This design comes from an exercise in tuning for small area and a short achievable clock period on the open sky130 flow, not from production work. RTL that was checked went through simulation tests only; none was proved equivalent to the original. Power and IR drop assume default switching activity.

Setup of 01-17:
==> module sys_matmul_stream, before the edit <==
module sys_matmul_stream #(
  parameter int N      = 3,
  parameter int DW     = 8,
  parameter int ACC_W  = 2*DW + $clog2(N),
  parameter int SIGNED = 0
) (
  input  logic             CLK,
  input  logic             rst_n,
  input  logic             vld_in,
  output logic             rdy_in,
  input  logic [DW-1:0]    a,
  input  logic [DW-1:0]    b,
  input  logic             keep,
  output logic             vld_out,
  input  logic             rdy_out,
  output logic [ACC_W-1:0] c,
  output logic             last_out,
  output logic             busy,
  output logic [1:0]       dbg_state
);
  localparam logic [1:0] S_LOAD = 2'd0, S_MAC = 2'd1, S_DRAIN = 2'd2;
  localparam int UD = 0, UY = 1, UZ = 2;
  logic [1:0]       r_state;
  logic             r_rdy;         
  logic [1:0]       r_i, r_j;
  logic             r_busy;
  logic             r_zero;        
  logic             r_clr;         
  logic             r_ph1;         
  logic             r_h1, r_h1i1;  
  logic             r_enD, r_enYZ, r_clrD, r_clrYZ, r_cD1, r_cY1, r_pzD;
  logic [2:0]       r_wD, r_wYZ;   
  logic [9:0]       r_ld;          
  logic [ACC_W-1:0] r_cout;
  logic [DW-1:0]    r_a [2];       
  logic [DW-1:0]    r_b [2];
  logic [DW-1:0]    r_az, r_by;
  logic [14:0]      r_ps [3];      
  logic [14:1]      r_pc [3];
  logic [ACC_W-1:0] r_c [3][3];
  logic w_in_hs, w_out_hs, w_mac, w_drain, w_ld;
  assign w_mac     = r_state[0];
  assign w_drain   = r_state[1];
  assign rdy_in    = r_rdy;
  assign vld_out   = w_drain;
  assign last_out  = r_ld[9];
  assign c         = r_cout;
  assign busy      = r_busy;
  assign dbg_state = r_state;
  assign w_in_hs   = vld_in && rdy_in;
  assign w_out_hs  = w_drain && rdy_out;
  assign w_ld      = (w_mac && (r_j == 2'd2)) || w_out_hs;
  logic w_clr_now;
  assign w_clr_now = ((r_i == 2'd0) && (r_j == 2'd0)) ? (!keep || r_zero) : r_clr;
  always_ff @(posedge CLK) begin
    if (!rst_n) begin
      r_state <= S_LOAD;
      r_rdy   <= 1'b1;
      r_i     <= '0;
      r_j     <= '0;
      r_busy  <= 1'b0;
      r_zero  <= 1'b1;
      r_ph1   <= 1'b0;
      r_h1    <= 1'b0;
      r_h1i1  <= 1'b0;
      r_enD   <= 1'b0;
      r_enYZ  <= 1'b0;
      r_wD    <= 3'b001;
      r_wYZ   <= 3'b001;
      r_ld    <= 10'd1;
      r_cout  <= '0;
    end else begin
      case (r_state)
        S_LOAD:  if (w_in_hs && (r_i == 2'd2)) begin r_state <= S_MAC; r_rdy <= 1'b0; end
        S_MAC:   if (r_j == 2'd2) r_state <= S_DRAIN;
                 else begin r_state <= S_LOAD; r_rdy <= 1'b1; end
        default: if (w_out_hs && r_ld[9]) begin r_state <= S_LOAD; r_rdy <= 1'b1; end
      endcase
      r_ph1  <= w_mac;
      r_h1   <= w_in_hs;
      r_h1i1 <= w_in_hs && (r_i == 2'd1);
      r_enD  <= r_h1;
      r_enYZ <= r_h1i1 || w_mac || r_ph1;
      if (r_enD)  r_wD  <= {r_wD[1:0], r_wD[2]};
      if (r_enYZ) r_wYZ <= {r_wYZ[1:0], r_wYZ[2]};
      if (w_in_hs) begin
        r_i    <= (r_i == 2'd2) ? 2'd0 : r_i + 2'd1;
        r_busy <= 1'b1;
        if ((r_i == 2'd0) && (r_j == 2'd0)) r_zero <= 1'b0;
      end
      if (w_mac) r_j <= (r_j == 2'd2) ? 2'd0 : r_j + 2'd1;
      if (w_out_hs && r_ld[9]) r_busy <= 1'b0;
      if (w_ld) begin
        r_ld   <= {r_ld[8:0], r_ld[9]};
        r_cout <= w_cnext;
      end
    end
  end
  always_ff @(posedge CLK) begin
    if (w_in_hs && (r_i == 2'd0) && (r_j == 2'd0)) r_clr <= !keep || r_zero;
    r_cD1   <= w_in_hs && (r_j == 2'd0) && w_clr_now;
    r_pzD   <= w_in_hs && (r_i == 2'd0) && (r_j == 2'd0) && w_clr_now;
    r_clrD  <= r_cD1;
    r_cY1   <= w_in_hs && (r_i == 2'd1) && (r_j == 2'd0) && r_clr;
    r_clrYZ <= r_cY1 || (r_clr && ((w_mac && (r_j == 2'd0)) || (r_ph1 && (r_j == 2'd1))));
    if (w_in_hs) begin
      r_a[0] <= a;      r_a[1] <= r_a[0];
      r_b[0] <= b;      r_b[1] <= r_b[0];
    end
    if (w_in_hs && (r_i == 2'd0)) begin
      r_az <= a;
      r_by <= b;
    end else if (w_mac) begin
      r_az <= r_a[1];
      r_by <= r_b[1];
    end
  end
  logic [2:0] w_ks [3];    
  logic [2:0] w_ps [3];    
  logic [ACC_W-1:0] w_cnext;
  always_comb begin
    w_ks[UD] = {r_ld[8], r_ld[4], r_ld[0]};
    w_ks[UY] = {r_ld[7], r_ld[6], r_ld[3]};
    w_ks[UZ] = {r_ld[5], r_ld[2], r_ld[1]};
    for (int u = 0; u < 3; u++) begin
      logic [2:0] w;
      w = (u == UD) ? r_wD : r_wYZ;
      for (int p = 0; p < 3; p++)
        w_ps[u][p] = (w[0] & w_ks[u][p]) | (w[1] & w_ks[u][(p+1)%3]) | (w[2] & w_ks[u][(p+2)%3]);
    end
    w_cnext = '0;
    for (int u = 0; u < 3; u++)
      for (int p = 0; p < 3; p++)
        w_cnext = w_cnext | (r_c[u][p] & {ACC_W{w_ps[u][p]}});
  end
  logic [15:0] w_ms [3], w_mc [3];
  mul8cs u_mD (.x(r_a[0]), .y(r_b[0]), .s(w_ms[UD]), .c(w_mc[UD]));
  mul8cs u_mY (.x(r_a[0]), .y(r_by),   .s(w_ms[UY]), .c(w_mc[UY]));
  mul8cs u_mZ (.x(r_az),   .y(r_b[0]), .s(w_ms[UZ]), .c(w_mc[UZ]));
  always_ff @(posedge CLK) begin
    for (int u = 0; u < 3; u++) begin
      r_ps[u] <= w_ms[u][14:0];
      r_pc[u] <= w_mc[u][14:1];
    end
  end
  logic w_en [3], w_rz [3], w_pz [3];
  assign w_en[UD] = r_enD;
  assign w_en[UY] = r_enYZ;
  assign w_en[UZ] = r_enYZ;
  assign w_rz[UD] = r_clrD && !r_wD[2];
  assign w_rz[UY] = r_clrYZ && !r_wYZ[2];
  assign w_rz[UZ] = w_rz[UY];
  assign w_pz[UD] = r_pzD;
  assign w_pz[UY] = r_cY1;
  assign w_pz[UZ] = r_cY1;
  always_ff @(posedge CLK) begin
    for (int u = 0; u < 3; u++)
      if (w_en[u]) begin
        r_c[u][0] <= w_rz[u] ? '0 : r_c[u][1];
        r_c[u][1] <= r_c[u][2];
        r_c[u][2] <= r_c[u][0] + ACC_W'(r_ps[u]) + ACC_W'({r_pc[u], 1'b0});
      end else if (w_pz[u]) begin
        r_c[u][0] <= '0;
      end
  end
endmodule
Settings: LEC_CHECK=0, CAP_MARGIN=20, CORE_MARGIN=2, CORE_UTILIZATION=40, CTS_CLUSTER_DIAMETER=250, CTS_CLUSTER_SIZE=28, SETUP_SLACK_MARGIN=5, SLEW_MARGIN=20; clock period 8.0 ns.
run.sh (not shown) runs the stock make flow with config.mk's settings and CLKGATE_MAP_FILE= SYNTH_SCRIPT=/design/flow/synth_recipe.tcl, a recipe that flattens the netlist after the stock synthesis.
## Diff of input files: 07-19 against 01-17
diff --git a/flow/design.v b/flow/design.v
--- a/flow/design.v
+++ b/flow/design.v
@@ -68,7 +68,6 @@
       r_wD    <= 3'b001;
       r_wYZ   <= 3'b001;
       r_ld    <= 10'd1;
-      r_cout  <= '0;
     end else begin
       case (r_state)
         S_LOAD:  if (w_in_hs && (r_i == 2'd2)) begin r_state <= S_MAC; r_rdy <= 1'b0; end
@@ -92,7 +91,6 @@
       if (w_out_hs && r_ld[9]) r_busy <= 1'b0;
       if (w_ld) begin
         r_ld   <= {r_ld[8:0], r_ld[9]};
-        r_cout <= w_cnext;
       end
     end
   end
@@ -115,6 +113,8 @@
       r_by <= r_b[1];
     end
   end
+  always_ff @(posedge CLK)
+    if (!rst_n || w_ld) r_cout <= w_cnext & {ACC_W{rst_n}};
   logic [2:0] w_ks [3];    
   logic [2:0] w_ps [3];    
   logic [ACC_W-1:0] w_cnext;
--- outcome ---
07-19 reached the end of the flow, and the finished layout is clean on the timing, DRC and antenna checks. 01-17 finished end to end and its layout was clean on timing, DRC and antenna. Critical path depth in 07-19 is 5 below 01-17. On 07-19: full die area is 290 sq um lower than what 01-17 gave. Share of flip-flops with an asynchronous set or reset delta (01-17 -> 07-19): insignificant. On fraction of power consumed by combinational cells, the higher figure sits with 01-17, not 07-19. Going from 01-17 to 07-19, routing usage on met1 shrinks by 0.31 points. Any difference in post-detailed-route count of antenna-violating nets between 07-19 and 01-17 is small enough to ignore. Summary — layout overhead on the synthesized area, 07-19 relative to 01-17: lower, by 0.77 points. The clock network area share on 01-17 is in line with that on 07-19.
Function was not checked in any run of this note: the RTL went through the layout flow alone.

========
rev 12:
sys_matmul_stream, a different RTL version from the one above (not shown whole).
Size: roughly 1500 cells after synthesis, ~350 flip-flops, ~45 I/O pins, about 18000 um2 of cells after synthesis.
==> module sys_matmul_stream, before the edit <==
module sys_matmul_stream #(
  parameter int N      = 3,
  parameter int DW     = 8,
  parameter int ACC_W  = 2*DW + $clog2(N),
  parameter int SIGNED = 0
) (
  input  logic             CLK,
  input  logic             rst_n,
  input  logic             vld_in,
  output logic             rdy_in,
  input  logic [DW-1:0]    a,
  input  logic [DW-1:0]    b,
  input  logic             keep,
  output logic             vld_out,
  input  logic             rdy_out,
  output logic [ACC_W-1:0] c,
  output logic             last_out,
  output logic             busy,
  output logic [1:0]       dbg_state
);
  localparam logic [1:0] S_LOAD = 2'd0, S_MAC = 2'd1, S_DRAIN = 2'd2;
  localparam int UD = 0, UY = 1, UZ = 2;
  logic [1:0]       r_state;
  logic             r_rdy;         
  logic [1:0]       r_i, r_j;
  logic             r_busy;
  logic             r_zero;        
  logic             r_clr;         
  logic             r_ph1;         
  logic             r_h1, r_h1i1;  
  logic             r_enD, r_enYZ, r_clrD, r_clrYZ, r_cD1, r_cY1, r_pzD;
  logic [2:0]       r_wD, r_wYZ;   
  logic [9:0]       r_ld;          
  logic [ACC_W-1:0] r_cout;
  logic [DW-1:0]    r_a [2];       
  logic [DW-1:0]    r_b [2];
  logic [DW-1:0]    r_az, r_by;
  logic [14:0]      r_ps [3];      
  logic [14:1]      r_pc [3];
  logic [ACC_W-1:0] r_c [3][3];
  logic w_in_hs, w_out_hs, w_mac, w_drain, w_ld;
  assign w_mac     = r_state[0];
  assign w_drain   = r_state[1];
  assign rdy_in    = r_rdy;
  assign vld_out   = w_drain;
  assign last_out  = r_ld[9];
  assign c         = r_cout;
  assign busy      = r_busy;
  assign dbg_state = r_state;
  assign w_in_hs   = vld_in && rdy_in;
  assign w_out_hs  = w_drain && rdy_out;
  assign w_ld      = (w_mac && (r_j == 2'd2)) || w_out_hs;
  logic w_clr_now;
  assign w_clr_now = ((r_i == 2'd0) && (r_j == 2'd0)) ? (!keep || r_zero) : r_clr;
  always_ff @(posedge CLK) begin
    if (!rst_n) begin
      r_state <= S_LOAD;
      r_rdy   <= 1'b1;
      r_i     <= '0;
      r_j     <= '0;
      r_busy  <= 1'b0;
      r_zero  <= 1'b1;
      r_ph1   <= 1'b0;
      r_h1    <= 1'b0;
      r_h1i1  <= 1'b0;
      r_enD   <= 1'b0;
      r_enYZ  <= 1'b0;
      r_wD    <= 3'b001;
      r_wYZ   <= 3'b001;
      r_ld    <= 10'd1;
    end else begin
      case (r_state)
        S_LOAD:  if (w_in_hs && (r_i == 2'd2)) begin r_state <= S_MAC; r_rdy <= 1'b0; end
        S_MAC:   if (r_j == 2'd2) r_state <= S_DRAIN;
                 else begin r_state <= S_LOAD; r_rdy <= 1'b1; end
        default: if (w_out_hs && r_ld[9]) begin r_state <= S_LOAD; r_rdy <= 1'b1; end
      endcase
      r_ph1  <= w_mac;
      r_h1   <= w_in_hs;
      r_h1i1 <= w_in_hs && (r_i == 2'd1);
      r_enD  <= r_h1;
      r_enYZ <= r_h1i1 || w_mac || r_ph1;
      if (r_enD)  r_wD  <= {r_wD[1:0], r_wD[2]};
      if (r_enYZ) r_wYZ <= {r_wYZ[1:0], r_wYZ[2]};
      if (w_in_hs) begin
        r_i    <= (r_i == 2'd2) ? 2'd0 : r_i + 2'd1;
        r_busy <= 1'b1;
        if ((r_i == 2'd0) && (r_j == 2'd0)) r_zero <= 1'b0;
      end
      if (w_mac) r_j <= (r_j == 2'd2) ? 2'd0 : r_j + 2'd1;
      if (w_out_hs && r_ld[9]) r_busy <= 1'b0;
      if (w_ld) begin
        r_ld   <= {r_ld[8:0], r_ld[9]};
      end
    end
  end
  always_ff @(posedge CLK) begin
    if (w_in_hs && (r_i == 2'd0) && (r_j == 2'd0)) r_clr <= !keep || r_zero;
    r_cD1   <= w_in_hs && (r_j == 2'd0) && w_clr_now;
    r_pzD   <= w_in_hs && (r_i == 2'd0) && (r_j == 2'd0) && w_clr_now;
    r_clrD  <= r_cD1;
    r_cY1   <= w_in_hs && (r_i == 2'd1) && (r_j == 2'd0) && r_clr;
    r_clrYZ <= r_cY1 || (r_clr && ((w_mac && (r_j == 2'd0)) || (r_ph1 && (r_j == 2'd1))));
    if (w_in_hs) begin
      r_a[0] <= a;      r_a[1] <= r_a[0];
      r_b[0] <= b;      r_b[1] <= r_b[0];
    end
    if (w_in_hs && (r_i == 2'd0)) begin
      r_az <= a;
      r_by <= b;
    end else if (w_mac) begin
      r_az <= r_a[1];
      r_by <= r_b[1];
    end
  end
  always_ff @(posedge CLK)
    if (!rst_n || w_ld) r_cout <= w_cnext & {ACC_W{rst_n}};
  logic [2:0] w_ks [3];    
  logic [2:0] w_ps [3];    
  logic [ACC_W-1:0] w_cnext;
  always_comb begin
    w_ks[UD] = {r_ld[8], r_ld[4], r_ld[0]};
    w_ks[UY] = {r_ld[7], r_ld[6], r_ld[3]};
    w_ks[UZ] = {r_ld[5], r_ld[2], r_ld[1]};
    for (int u = 0; u < 3; u++) begin
      logic [2:0] w;
      w = (u == UD) ? r_wD : r_wYZ;
      for (int p = 0; p < 3; p++)
        w_ps[u][p] = (w[0] & w_ks[u][p]) | (w[1] & w_ks[u][(p+1)%3]) | (w[2] & w_ks[u][(p+2)%3]);
    end
    w_cnext = '0;
    for (int u = 0; u < 3; u++)
      for (int p = 0; p < 3; p++)
        w_cnext = w_cnext | (r_c[u][p] & {ACC_W{w_ps[u][p]}});
  end
  logic [15:0] w_ms [3], w_mc [3];
  mul8cs u_mD (.x(r_a[0]), .y(r_b[0]), .s(w_ms[UD]), .c(w_mc[UD]));
  mul8cs u_mY (.x(r_a[0]), .y(r_by),   .s(w_ms[UY]), .c(w_mc[UY]));
  mul8cs u_mZ (.x(r_az),   .y(r_b[0]), .s(w_ms[UZ]), .c(w_mc[UZ]));
  always_ff @(posedge CLK) begin
    for (int u = 0; u < 3; u++) begin
      r_ps[u] <= w_ms[u][14:0];
      r_pc[u] <= w_mc[u][14:1];
    end
  end
  logic w_en [3], w_rz [3], w_pz [3];
  assign w_en[UD] = r_enD;
  assign w_en[UY] = r_enYZ;
  assign w_en[UZ] = r_enYZ;
  assign w_rz[UD] = r_clrD && !r_wD[2];
  assign w_rz[UY] = r_clrYZ && !r_wYZ[2];
  assign w_rz[UZ] = w_rz[UY];
  assign w_pz[UD] = r_pzD;
  assign w_pz[UY] = r_cY1;
  assign w_pz[UZ] = r_cY1;
  always_ff @(posedge CLK) begin
    for (int u = 0; u < 3; u++)
      if (w_en[u]) begin
        r_c[u][0] <= w_rz[u] ? '0 : r_c[u][1];
        r_c[u][1] <= r_c[u][2];
        r_c[u][2] <= r_c[u][0] + ACC_W'(r_ps[u]) + ACC_W'({r_pc[u], 1'b0});
      end else if (w_pz[u]) begin
        r_c[u][0] <= '0;
      end
  end
endmodule
Settings: LEC_CHECK=0, CAP_MARGIN=20, CORE_MARGIN=2, CORE_UTILIZATION=40, CTS_CLUSTER_DIAMETER=250, CTS_CLUSTER_SIZE=28, SETUP_SLACK_MARGIN=5, SLEW_MARGIN=20; clock period 8.0 ns.
Modified inputs, rev 13 compared to rev 12
--- a/flow/design.v
+++ b/flow/design.v
@@ -21,7 +21,6 @@
   localparam logic [1:0] S_LOAD = 2'd0, S_MAC = 2'd1, S_DRAIN = 2'd2;
   localparam int UD = 0, UY = 1, UZ = 2;
   logic [1:0]       r_state;
-  logic             r_rdy;         
   logic [1:0]       r_i, r_j;
   logic             r_busy;
   logic             r_zero;        
@@ -41,7 +40,7 @@
   logic w_in_hs, w_out_hs, w_mac, w_drain, w_ld;
   assign w_mac     = r_state[0];
   assign w_drain   = r_state[1];
-  assign rdy_in    = r_rdy;
+  assign rdy_in    = (r_state == S_LOAD);
   assign vld_out   = w_drain;
   assign last_out  = r_ld[9];
   assign c         = r_cout;
@@ -55,7 +54,6 @@
   always_ff @(posedge CLK) begin
     if (!rst_n) begin
       r_state <= S_LOAD;
-      r_rdy   <= 1'b1;
       r_i     <= '0;
       r_j     <= '0;
       r_busy  <= 1'b0;
@@ -68,12 +66,12 @@
       r_wD    <= 3'b001;
       r_wYZ   <= 3'b001;
       r_ld    <= 10'd1;
+      r_cout  <= '0;
     end else begin
       case (r_state)
-        S_LOAD:  if (w_in_hs && (r_i == 2'd2)) begin r_state <= S_MAC; r_rdy <= 1'b0; end
-        S_MAC:   if (r_j == 2'd2) r_state <= S_DRAIN;
-                 else begin r_state <= S_LOAD; r_rdy <= 1'b1; end
-        default: if (w_out_hs && r_ld[9]) begin r_state <= S_LOAD; r_rdy <= 1'b1; end
+        S_LOAD:  if (w_in_hs && (r_i == 2'd2)) r_state <= S_MAC;
+        S_MAC:   r_state <= (r_j == 2'd2) ? S_DRAIN : S_LOAD;
+        default: if (w_out_hs && r_ld[9]) r_state <= S_LOAD;
       endcase
       r_ph1  <= w_mac;
       r_h1   <= w_in_hs;
@@ -91,6 +89,7 @@
       if (w_out_hs && r_ld[9]) r_busy <= 1'b0;
       if (w_ld) begin
         r_ld   <= {r_ld[8:0], r_ld[9]};
+        r_cout <= w_cnext;
       end
     end
   end
@@ -113,8 +112,6 @@
       r_by <= r_b[1];
     end
   end
-  always_ff @(posedge CLK)
-    if (!rst_n || w_ld) r_cout <= w_cnext & {ACC_W{rst_n}};
   logic [2:0] w_ks [3];    
   logic [2:0] w_ps [3];    
   logic [ACC_W-1:0] w_cnext;
--- outcome ---
Rev 12 has higher power density relative to cell area than rev 13. Measured against each other, rev 12 and rev 13 differ in final design instance area without fill, the lower figure coming from rev 12. Rev 13 packs its core more tightly than rev 12. ~same initial standard-cell utilization of the core in rev 12 and rev 13. The sequential fraction of the synthesis area number comes out higher for rev 12 vs rev 13. Setup WNS rev 12 -> rev 13: worse. In summary, rev 13 completed successfully, with a layout that passed the timing, DRC and antenna checks. First-iteration DRC count for rev 13 is lower than for rev 12. In terms of total number of sequential cells, rev 12 and rev 13 differ only marginally.

==> re-timing with driven ports <==
Ports are ideal in the flow. The routed layouts listed here were re-timed in OpenROAD.
Step 1 sets driving cells, clkbuf_16 on the clock port and buf_2 on the other inputs (assumed; they add their load-dependent delay and slew).
Step 2, shift: input delay + t, output delay - t, t = (earliest + latest rising clock arrival at the registers) / 2. This alone moves slack from input paths to output paths.
Three values: ideal, step 1, step 2; two values: the first two.
run	shift t [ns]	setup WS [ns]	latest minus earliest clock arrival (ns)	worst data-port slew with drivers (ns)
01-17	0.579	4.923 / 4.923 / 4.400	0.021 / 0.020	0.05
07-19	0.583	5.048 / 5.048 / 4.567	0.022 / 0.021	0.06
rev 12	0.577	5.094 / 5.048 / 4.586	0.036 / 0.036	0.08
rev 13	0.569	5.047 / 5.021 / 4.526	0.028 / 0.028	0.06
After both steps setup and hold are still met in every run listed. For 01-17, which loses most, drivers alone change the setup slack by 0.000 ns; drivers and shift together by -0.523 ns.
